From an optimization exercise on the open Yosys and OpenROAD flow, aimed at small area, a short achievable clock period and few clock cycles per item; shortcuts taken in it are not production practice.
At most, simulation tests tie the RTL to the original design; equivalence was not proved.
No activity file was given, so power comes from the tool's default toggle rates.

==> try-raven: inputs <==
## systolic_top
module systolic_top (
    input  logic        clk,
    input  logic        rst_n,
    input  logic        wb_cyc,
    input  logic        wb_stb,
    input  logic        wb_we,
    input  logic [5:0]  wb_adr,
    input  logic [31:0] wb_dat_w,
    output logic [31:0] wb_dat_r,
    output logic        wb_ack
);
==> flow/config.mk <==
export PLATFORM = sky130hd
export DESIGN_NAME = systolic_top
export DESIGN_NICKNAME = systolic_top
export VERILOG_FILES = /design/flow/design.v
export SDC_FILE = /design/flow/constraint.sdc
export NUM_CORES = 4
export LEC_CHECK = 0
export ABC_AREA = 1
export CAP_MARGIN = 20
export CORE_MARGIN = 2
export CORE_UTILIZATION = 40
export SETUP_SLACK_MARGIN = 5
export SLEW_MARGIN = 20
==> flow/constraint.sdc <==
create_clock -name core_clock -period 9.0 [get_ports {clk}]
set_input_delay 1.8000 -clock core_clock [delete_from_list [all_inputs] [get_ports {clk}]]
set_output_delay 1.8000 -clock core_clock [all_outputs]
set_load 0.01 [all_outputs]
standard.sh (not shown) runs the stock make flow with config.mk's settings and CLKGATE_MAP_FILE= SYNTH_SCRIPT=/design/flow/synth_recipe.tcl, a recipe that flattens the netlist after the stock synthesis.
==> flow/flow/run.sh <==
#!/bin/bash
set -euo pipefail
bash standard.sh SETUP_SLACK_MARGIN=6 finish > flow.log 2>&1
==> try-yarrow: changes against try-raven <==
--- a/flow/design.v
+++ b/flow/design.v
@@ -14,16 +14,14 @@
     } seq_state_t;
 endpackage
 `timescale 1ns/10ps
 module dot2_pp (
     input  logic [15:0] a0,
     input  logic [15:0] a1,
-    input  logic [7:0]  b0,
-    input  logic [7:0]  b1,
-    input  logic        v0,
-    input  logic        v1,
+    input  logic [11:0] e0,
+    input  logic [11:0] e1,
     output logic [61:0] pp
 );
 wire p0m0_one;
 wire p0m0_two;
 wire p0m0_neg;
 wire p0m1_one;
@@ -218,15 +216,15 @@
 wire s169;
 wire c170;
 wire s171;
 wire c172;
 wire s173;
 wire c174;
-assign p0m0_one = v0 & (b0[0] ^ 1'b0);
-assign p0m0_two = v0 & ((b0[1] & ~b0[0] & ~1'b0) | (~b0[1] & b0[0] & 1'b0));
-assign p0m0_neg = v0 & b0[1];
+assign p0m0_one = e0[0];
+assign p0m0_two = e0[1];
+assign p0m0_neg = e0[2];
 wire [16:0] p0m0_r;
 assign p0m0_r[0] = ((p0m0_one & a0[0]) | (p0m0_two & 1'b0)) ^ p0m0_neg;
 assign p0m0_r[1] = ((p0m0_one & a0[1]) | (p0m0_two & a0[0])) ^ p0m0_neg;
 assign p0m0_r[2] = ((p0m0_one & a0[2]) | (p0m0_two & a0[1])) ^ p0m0_neg;
 assign p0m0_r[3] = ((p0m0_one & a0[3]) | (p0m0_two & a0[2])) ^ p0m0_neg;
 assign p0m0_r[4] = ((p0m0_one & a0[4]) | (p0m0_two & a0[3])) ^ p0m0_neg;
@@ -239,15 +237,15 @@
 assign p0m0_r[11] = ((p0m0_one & a0[11]) | (p0m0_two & a0[10])) ^ p0m0_neg;
 assign p0m0_r[12] = ((p0m0_one & a0[12]) | (p0m0_two & a0[11])) ^ p0m0_neg;
 assign p0m0_r[13] = ((p0m0_one & a0[13]) | (p0m0_two & a0[12])) ^ p0m0_neg;
 assign p0m0_r[14] = ((p0m0_one & a0[14]) | (p0m0_two & a0[13])) ^ p0m0_neg;
 assign p0m0_r[15] = ((p0m0_one & a0[15]) | (p0m0_two & a0[14])) ^ p0m0_neg;
 assign p0m0_r[16] = ((p0m0_one & a0[15]) | (p0m0_two & a0[15])) ^ p0m0_neg;
-assign p0m1_one = v0 & (b0[2] ^ b0[1]);
-assign p0m1_two = v0 & ((b0[3] & ~b0[2] & ~b0[1]) | (~b0[3] & b0[2] & b0[1]));
-assign p0m1_neg = v0 & b0[3];
+assign p0m1_one = e0[3];
+assign p0m1_two = e0[4];
+assign p0m1_neg = e0[5];
 wire [16:0] p0m1_r;
 assign p0m1_r[0] = ((p0m1_one & a0[0]) | (p0m1_two & 1'b0)) ^ p0m1_neg;
 assign p0m1_r[1] = ((p0m1_one & a0[1]) | (p0m1_two & a0[0])) ^ p0m1_neg;
 assign p0m1_r[2] = ((p0m1_one & a0[2]) | (p0m1_two & a0[1])) ^ p0m1_neg;
 assign p0m1_r[3] = ((p0m1_one & a0[3]) | (p0m1_two & a0[2])) ^ p0m1_neg;
 assign p0m1_r[4] = ((p0m1_one & a0[4]) | (p0m1_two & a0[3])) ^ p0m1_neg;
@@ -260,15 +258,15 @@
 assign p0m1_r[11] = ((p0m1_one & a0[11]) | (p0m1_two & a0[10])) ^ p0m1_neg;
 assign p0m1_r[12] = ((p0m1_one & a0[12]) | (p0m1_two & a0[11])) ^ p0m1_neg;
 assign p0m1_r[13] = ((p0m1_one & a0[13]) | (p0m1_two & a0[12])) ^ p0m1_neg;
 assign p0m1_r[14] = ((p0m1_one & a0[14]) | (p0m1_two & a0[13])) ^ p0m1_neg;
 assign p0m1_r[15] = ((p0m1_one & a0[15]) | (p0m1_two & a0[14])) ^ p0m1_neg;
 assign p0m1_r[16] = ((p0m1_one & a0[15]) | (p0m1_two & a0[15])) ^ p0m1_neg;
-assign p0m2_one = v0 & (b0[4] ^ b0[3]);
-assign p0m2_two = v0 & ((b0[5] & ~b0[4] & ~b0[3]) | (~b0[5] & b0[4] & b0[3]));
-assign p0m2_neg = v0 & b0[5];
+assign p0m2_one = e0[6];
+assign p0m2_two = e0[7];
+assign p0m2_neg = e0[8];
 wire [16:0] p0m2_r;
 assign p0m2_r[0] = ((p0m2_one & a0[0]) | (p0m2_two & 1'b0)) ^ p0m2_neg;
 assign p0m2_r[1] = ((p0m2_one & a0[1]) | (p0m2_two & a0[0])) ^ p0m2_neg;
 assign p0m2_r[2] = ((p0m2_one & a0[2]) | (p0m2_two & a0[1])) ^ p0m2_neg;
 assign p0m2_r[3] = ((p0m2_one & a0[3]) | (p0m2_two & a0[2])) ^ p0m2_neg;
 assign p0m2_r[4] = ((p0m2_one & a0[4]) | (p0m2_two & a0[3])) ^ p0m2_neg;
@@ -281,15 +279,15 @@
 assign p0m2_r[11] = ((p0m2_one & a0[11]) | (p0m2_two & a0[10])) ^ p0m2_neg;
 assign p0m2_r[12] = ((p0m2_one & a0[12]) | (p0m2_two & a0[11])) ^ p0m2_neg;
 assign p0m2_r[13] = ((p0m2_one & a0[13]) | (p0m2_two & a0[12])) ^ p0m2_neg;
 assign p0m2_r[14] = ((p0m2_one & a0[14]) | (p0m2_two & a0[13])) ^ p0m2_neg;
 assign p0m2_r[15] = ((p0m2_one & a0[15]) | (p0m2_two & a0[14])) ^ p0m2_neg;
 assign p0m2_r[16] = ((p0m2_one & a0[15]) | (p0m2_two & a0[15])) ^ p0m2_neg;
-assign p0m3_one = v0 & (b0[6] ^ b0[5]);
-assign p0m3_two = v0 & ((b0[7] & ~b0[6] & ~b0[5]) | (~b0[7] & b0[6] & b0[5]));
-assign p0m3_neg = v0 & b0[7];
+assign p0m3_one = e0[9];
+assign p0m3_two = e0[10];
+assign p0m3_neg = e0[11];
 wire [16:0] p0m3_r;
 assign p0m3_r[0] = ((p0m3_one & a0[0]) | (p0m3_two & 1'b0)) ^ p0m3_neg;
 assign p0m3_r[1] = ((p0m3_one & a0[1]) | (p0m3_two & a0[0])) ^ p0m3_neg;
 assign p0m3_r[2] = ((p0m3_one & a0[2]) | (p0m3_two & a0[1])) ^ p0m3_neg;
 assign p0m3_r[3] = ((p0m3_one & a0[3]) | (p0m3_two & a0[2])) ^ p0m3_neg;
 assign p0m3_r[4] = ((p0m3_one & a0[4]) | (p0m3_two & a0[3])) ^ p0m3_neg;
@@ -302,15 +300,15 @@
 assign p0m3_r[11] = ((p0m3_one & a0[11]) | (p0m3_two & a0[10])) ^ p0m3_neg;
 assign p0m3_r[12] = ((p0m3_one & a0[12]) | (p0m3_two & a0[11])) ^ p0m3_neg;
 assign p0m3_r[13] = ((p0m3_one & a0[13]) | (p0m3_two & a0[12])) ^ p0m3_neg;
 assign p0m3_r[14] = ((p0m3_one & a0[14]) | (p0m3_two & a0[13])) ^ p0m3_neg;
 assign p0m3_r[15] = ((p0m3_one & a0[15]) | (p0m3_two & a0[14])) ^ p0m3_neg;
 assign p0m3_r[16] = ((p0m3_one & a0[15]) | (p0m3_two & a0[15])) ^ p0m3_neg;
-assign p1m0_one = v1 & (b1[0] ^ 1'b0);
-assign p1m0_two = v1 & ((b1[1] & ~b1[0] & ~1'b0) | (~b1[1] & b1[0] & 1'b0));
-assign p1m0_neg = v1 & b1[1];
+assign p1m0_one = e1[0];
+assign p1m0_two = e1[1];
+assign p1m0_neg = e1[2];
 wire [16:0] p1m0_r;
 assign p1m0_r[0] = ((p1m0_one & a1[0]) | (p1m0_two & 1'b0)) ^ p1m0_neg;
 assign p1m0_r[1] = ((p1m0_one & a1[1]) | (p1m0_two & a1[0])) ^ p1m0_neg;
 assign p1m0_r[2] = ((p1m0_one & a1[2]) | (p1m0_two & a1[1])) ^ p1m0_neg;
 assign p1m0_r[3] = ((p1m0_one & a1[3]) | (p1m0_two & a1[2])) ^ p1m0_neg;
 assign p1m0_r[4] = ((p1m0_one & a1[4]) | (p1m0_two & a1[3])) ^ p1m0_neg;
@@ -323,15 +321,15 @@
 assign p1m0_r[11] = ((p1m0_one & a1[11]) | (p1m0_two & a1[10])) ^ p1m0_neg;
 assign p1m0_r[12] = ((p1m0_one & a1[12]) | (p1m0_two & a1[11])) ^ p1m0_neg;
 assign p1m0_r[13] = ((p1m0_one & a1[13]) | (p1m0_two & a1[12])) ^ p1m0_neg;
 assign p1m0_r[14] = ((p1m0_one & a1[14]) | (p1m0_two & a1[13])) ^ p1m0_neg;
 assign p1m0_r[15] = ((p1m0_one & a1[15]) | (p1m0_two & a1[14])) ^ p1m0_neg;
 assign p1m0_r[16] = ((p1m0_one & a1[15]) | (p1m0_two & a1[15])) ^ p1m0_neg;
-assign p1m1_one = v1 & (b1[2] ^ b1[1]);
-assign p1m1_two = v1 & ((b1[3] & ~b1[2] & ~b1[1]) | (~b1[3] & b1[2] & b1[1]));
-assign p1m1_neg = v1 & b1[3];
+assign p1m1_one = e1[3];
+assign p1m1_two = e1[4];
+assign p1m1_neg = e1[5];
 wire [16:0] p1m1_r;
 assign p1m1_r[0] = ((p1m1_one & a1[0]) | (p1m1_two & 1'b0)) ^ p1m1_neg;
 assign p1m1_r[1] = ((p1m1_one & a1[1]) | (p1m1_two & a1[0])) ^ p1m1_neg;
 assign p1m1_r[2] = ((p1m1_one & a1[2]) | (p1m1_two & a1[1])) ^ p1m1_neg;
 assign p1m1_r[3] = ((p1m1_one & a1[3]) | (p1m1_two & a1[2])) ^ p1m1_neg;
 assign p1m1_r[4] = ((p1m1_one & a1[4]) | (p1m1_two & a1[3])) ^ p1m1_neg;
@@ -344,15 +342,15 @@
 assign p1m1_r[11] = ((p1m1_one & a1[11]) | (p1m1_two & a1[10])) ^ p1m1_neg;
 assign p1m1_r[12] = ((p1m1_one & a1[12]) | (p1m1_two & a1[11])) ^ p1m1_neg;
 assign p1m1_r[13] = ((p1m1_one & a1[13]) | (p1m1_two & a1[12])) ^ p1m1_neg;
 assign p1m1_r[14] = ((p1m1_one & a1[14]) | (p1m1_two & a1[13])) ^ p1m1_neg;
 assign p1m1_r[15] = ((p1m1_one & a1[15]) | (p1m1_two & a1[14])) ^ p1m1_neg;
 assign p1m1_r[16] = ((p1m1_one & a1[15]) | (p1m1_two & a1[15])) ^ p1m1_neg;
-assign p1m2_one = v1 & (b1[4] ^ b1[3]);
-assign p1m2_two = v1 & ((b1[5] & ~b1[4] & ~b1[3]) | (~b1[5] & b1[4] & b1[3]));
-assign p1m2_neg = v1 & b1[5];
+assign p1m2_one = e1[6];
+assign p1m2_two = e1[7];
+assign p1m2_neg = e1[8];
 wire [16:0] p1m2_r;
 assign p1m2_r[0] = ((p1m2_one & a1[0]) | (p1m2_two & 1'b0)) ^ p1m2_neg;
 assign p1m2_r[1] = ((p1m2_one & a1[1]) | (p1m2_two & a1[0])) ^ p1m2_neg;
 assign p1m2_r[2] = ((p1m2_one & a1[2]) | (p1m2_two & a1[1])) ^ p1m2_neg;
 assign p1m2_r[3] = ((p1m2_one & a1[3]) | (p1m2_two & a1[2])) ^ p1m2_neg;
 assign p1m2_r[4] = ((p1m2_one & a1[4]) | (p1m2_two & a1[3])) ^ p1m2_neg;
@@ -365,15 +363,15 @@
 assign p1m2_r[11] = ((p1m2_one & a1[11]) | (p1m2_two & a1[10])) ^ p1m2_neg;
 assign p1m2_r[12] = ((p1m2_one & a1[12]) | (p1m2_two & a1[11])) ^ p1m2_neg;
 assign p1m2_r[13] = ((p1m2_one & a1[13]) | (p1m2_two & a1[12])) ^ p1m2_neg;
 assign p1m2_r[14] = ((p1m2_one & a1[14]) | (p1m2_two & a1[13])) ^ p1m2_neg;
 assign p1m2_r[15] = ((p1m2_one & a1[15]) | (p1m2_two & a1[14])) ^ p1m2_neg;
 assign p1m2_r[16] = ((p1m2_one & a1[15]) | (p1m2_two & a1[15])) ^ p1m2_neg;
-assign p1m3_one = v1 & (b1[6] ^ b1[5]);
-assign p1m3_two = v1 & ((b1[7] & ~b1[6] & ~b1[5]) | (~b1[7] & b1[6] & b1[5]));
-assign p1m3_neg = v1 & b1[7];
+assign p1m3_one = e1[9];
+assign p1m3_two = e1[10];
+assign p1m3_neg = e1[11];
 wire [16:0] p1m3_r;
 assign p1m3_r[0] = ((p1m3_one & a1[0]) | (p1m3_two & 1'b0)) ^ p1m3_neg;
 assign p1m3_r[1] = ((p1m3_one & a1[1]) | (p1m3_two & a1[0])) ^ p1m3_neg;
 assign p1m3_r[2] = ((p1m3_one & a1[2]) | (p1m3_two & a1[1])) ^ p1m3_neg;
 assign p1m3_r[3] = ((p1m3_one & a1[3]) | (p1m3_two & a1[2])) ^ p1m3_neg;
 assign p1m3_r[4] = ((p1m3_one & a1[4]) | (p1m3_two & a1[3])) ^ p1m3_neg;
@@ -821,15 +819,15 @@
     input  logic [31:0] wb_dat_w,
     output logic [31:0] wb_dat_r,
     output logic        wb_ack
 );
     logic [15:0] ax [2];
     logic [15:0] ay [2];
-    logic [7:0]  bu [2];
-    logic [7:0]  bv [2];
-    logic [1:0]  ax_v, ay_v, bu_v, bv_v;
+    logic [11:0] bu [2];
+    logic [11:0] bv [2];
+    logic [11:0] b_enc;
     logic [24:0] c_ring [4];
     logic        c_vld;
     logic        busy;
     logic        done;
     logic [1:0]  run_cnt;
     logic [1:0]  k;
@@ -851,35 +849,45 @@
     end
     assign k0_n = ~k[0];
     assign k1_n = k[1] ^ k[0];
     logic wr_a, wr_b;
     assign wr_a = wr_en && (wb_adr[5:2] == 4'd0);
     assign wr_b = wr_en && (wb_adr[5:2] == 4'd1);
+    function automatic logic [11:0] booth_enc(input logic [7:0] b);
+        logic [8:0] x;
+        x = {b, 1'b0};
+        for (int m = 0; m < 4; m++) begin
+            booth_enc[3*m]   = x[2*m+1] ^ x[2*m];
+            booth_enc[3*m+1] = (x[2*m+2] & ~x[2*m+1] & ~x[2*m]) | (~x[2*m+2] & x[2*m+1] & x[2*m]);
+            booth_enc[3*m+2] = x[2*m+2];
+        end
+    endfunction
+    function automatic logic [7:0] booth_dec(input logic [11:0] e);
+        for (int m = 0; m < 4; m++) begin
+            booth_dec[2*m+1] = e[3*m+2];
+            booth_dec[2*m]   = e[3*m] ^ ((m == 0) ? 1'b0 : e[3*m-1]);
+        end
+    endfunction
+    assign b_enc = booth_enc(wb_dat_w[7:0]);
     for (genvar p = 0; p < 2; p++) begin : g_ring
         logic wa_x, wa_y, wb_u, wb_v;
         assign wa_x = wr_a && (wb_adr[1] == (1'(p) ^ k0_n)) && !wb_adr[0];
         assign wa_y = wr_a && (wb_adr[1] == (1'(p) ^ k0_n)) &&  wb_adr[0];
         assign wb_u = wr_b && (wb_adr[0] == (1'(p) ^ k1_n)) && !wb_adr[1];
         assign wb_v = wr_b && (wb_adr[0] == (1'(p) ^ k1_n)) &&  wb_adr[1];
-        always_ff @(posedge clk) begin
-            ax[p] <= wa_x ? wb_dat_w[15:0] : ax[1-p];
-            ay[p] <= wa_y ? wb_dat_w[15:0] : ay[1-p];
-            bu[p] <= wb_u ? wb_dat_w[7:0] : (k[0] ? bu[1-p] : bu[p]);
-            bv[p] <= wb_v ? wb_dat_w[7:0] : (k[0] ? bv[1-p] : bv[p]);
-        end
         always_ff @(posedge clk or negedge rst_n) begin
             if (!rst_n) begin
-                ax_v[p] <= 1'b0;
-                ay_v[p] <= 1'b0;
-                bu_v[p] <= 1'b0;
-                bv_v[p] <= 1'b0;
+                ax[p] <= '0;
+                ay[p] <= '0;
+                bu[p] <= '0;
+                bv[p] <= '0;
             end else begin
-                ax_v[p] <= wa_x || ax_v[1-p];
-                ay_v[p] <= wa_y || ay_v[1-p];
-                bu_v[p] <= wb_u || (k[0] ? bu_v[1-p] : bu_v[p]);
-                bv_v[p] <= wb_v || (k[0] ? bv_v[1-p] : bv_v[p]);
+                ax[p] <= wa_x ? wb_dat_w[15:0] : ax[1-p];
+                ay[p] <= wa_y ? wb_dat_w[15:0] : ay[1-p];
+                bu[p] <= wb_u ? b_enc : (k[0] ? bu[1-p] : bu[p]);
+                bv[p] <= wb_v ? b_enc : (k[0] ? bv[1-p] : bv[p]);
             end
         end
     end
     always_ff @(posedge clk or negedge rst_n) begin
         if (!rst_n) begin
             busy    <= 1'b0;
@@ -906,16 +914,14 @@
     logic [61:0] pp;
     logic [61:0] pp_q;
     logic [24:0] sum;
     dot2_pp u_pp (
         .a0 (ax[0]),
         .a1 (ay[0]),
-        .b0 (bu[0]),
-        .b1 (bv[0]),
-        .v0 (ax_v[0] && bu_v[0]),
-        .v1 (ay_v[0] && bv_v[0]),
+        .e0 (bu[0]),
+        .e1 (bv[0]),
         .pp (pp)
     );
     always_ff @(posedge clk) begin
         pp_q <= pp;
     end
     dot2_fin u_fin (
@@ -934,19 +940,19 @@
     assign pa = wb_adr[1] ^ k[0];     
     assign pb = wb_adr[0] ^ k[1];     
     always_comb begin
         rd_d = '0;
         case (wb_adr)
             6'd0, 6'd2:
-                if (ax_v[pa]) rd_d = {{9{ax[pa][15]}}, ax[pa]};
+                rd_d = {{9{ax[pa][15]}}, ax[pa]};
             6'd1, 6'd3:
-                if (ay_v[pa]) rd_d = {{9{ay[pa][15]}}, ay[pa]};
+                rd_d = {{9{ay[pa][15]}}, ay[pa]};
             6'd4, 6'd5:
-                if (bu_v[pb]) rd_d = {{17{bu[pb][7]}}, bu[pb]};
+                rd_d = {{17{bu[pb][11]}}, booth_dec(bu[pb])};
             6'd6, 6'd7:
-                if (bv_v[pb]) rd_d = {{17{bv[pb][7]}}, bv[pb]};
+                rd_d = {{17{bv[pb][11]}}, booth_dec(bv[pb])};
             6'd9:
                 rd_d = {23'd0, done, busy};
             6'd12, 6'd13, 6'd14, 6'd15:
                 if (c_vld) rd_d = c_ring[c_pos];
             default: rd_d = '0;
         endcase
- CTS_BUF_LIST: default -> sky130_fd_sc_hd__clkbuf_8
==> try-fjord: changes against try-raven <==
- ABC_AREA: 1 -> default
- ABC_CLOCK_PERIOD_IN_PS: default -> 2500
==> qor summary <==
| metric | try-fjord | try-raven | try-yarrow |
|---|---|---|---|
| Pre-CTS WS | 3100 ps | 3820 ps | 3750 ps |
| Share of synthesized cell area in and, or, nand and nor gates | 11.5% | 18.0% | 18.4% |
| Power density over the cells | 154 mW/mm^2 | 205 mW/mm^2 | 182 mW/mm^2 |
| Critical path origin | bu[0][5]$_DFFE_PP_ | bu[0][5]$_DFFE_PP_ | wb_ack$_DFF_PN0_ |
| Worst-Margin Slew | 831 ps | 827 ps | 874 ps |
| Amount of wire on met2 after detailed routing | 28600 um | 25300 um | 25300 um |
| Post-route clock skew | 36.6 ps | 25.3 ps | 21.3 ps |
| Crit-path max FO | 4 | 6 | 2 |
| P_leak | 10.1 nW | 10.3 nW | 10.2 nW |
| Worst vdd ir | 100 uV | 152 uV | 119 uV |
| Count of inverters not on the clock network in the layout | 182 | 342 | 335 |
| Layout buffer count excluding clock buffers | 227 | 189 | 129 |
| Chip Width | 222 um | 211 um | 214 um |
| #FFs+latches synth | 298 | 298 | 306 |
| Critical path type | reg -> reg | reg -> reg | reg -> out |
| Met2 track demand over resource in global routing | 39.8% | 38.9% | 37.3% |
| Internal reg-to-reg setup slack | 5730 ps | 5950 ps | 6060 ps |
| Worst r2r path cells | 13 | 10 | 8 |
| Result of the run | timing/DRC/antenna clean | timing/DRC/antenna clean | timing/DRC/antenna clean |
Testbench counts of try-raven, summed over its fixed seeds: cycles 11,520, jobs 384.
Testbench counts of try-fjord, summed over its fixed seeds: cycles 11,520, jobs 384.
No functional check of the RTL was part of try-yarrow.

==> what the ideal ports hide <==
The results above use ideal ports. As a check the final layouts listed here were re-extracted and re-timed, cells and wires unchanged.
Step 1 assumes that a clkbuf_16 drives the clock port and a buf_2 every other input.
Step 2 times the ports against the registers' clock, not the clock port: input delays grow and output delays shrink by t, the midpoint of the rising clock arrivals with the driver on.
a / b / c = no drivers / after step 1 / after step 2; a / b = the first two.
run	shift t [ns]	slack for setup (ns)	clock arrival spread, ns	worst data-port slew with drivers (ns)
try-raven	0.591	5.953 / 5.953 / 5.382	0.025 / 0.026	0.06
try-yarrow	0.684	6.022 / 5.969 / 5.380	0.026 / 0.026	0.06
try-fjord	0.590	5.733 / 5.733 / 5.352	0.038 / 0.038	0.06
After both steps every run listed still meets setup and hold. For try-yarrow, which loses most, drivers alone change the setup slack by -0.053 ns; drivers and shift together by -0.642 ns.
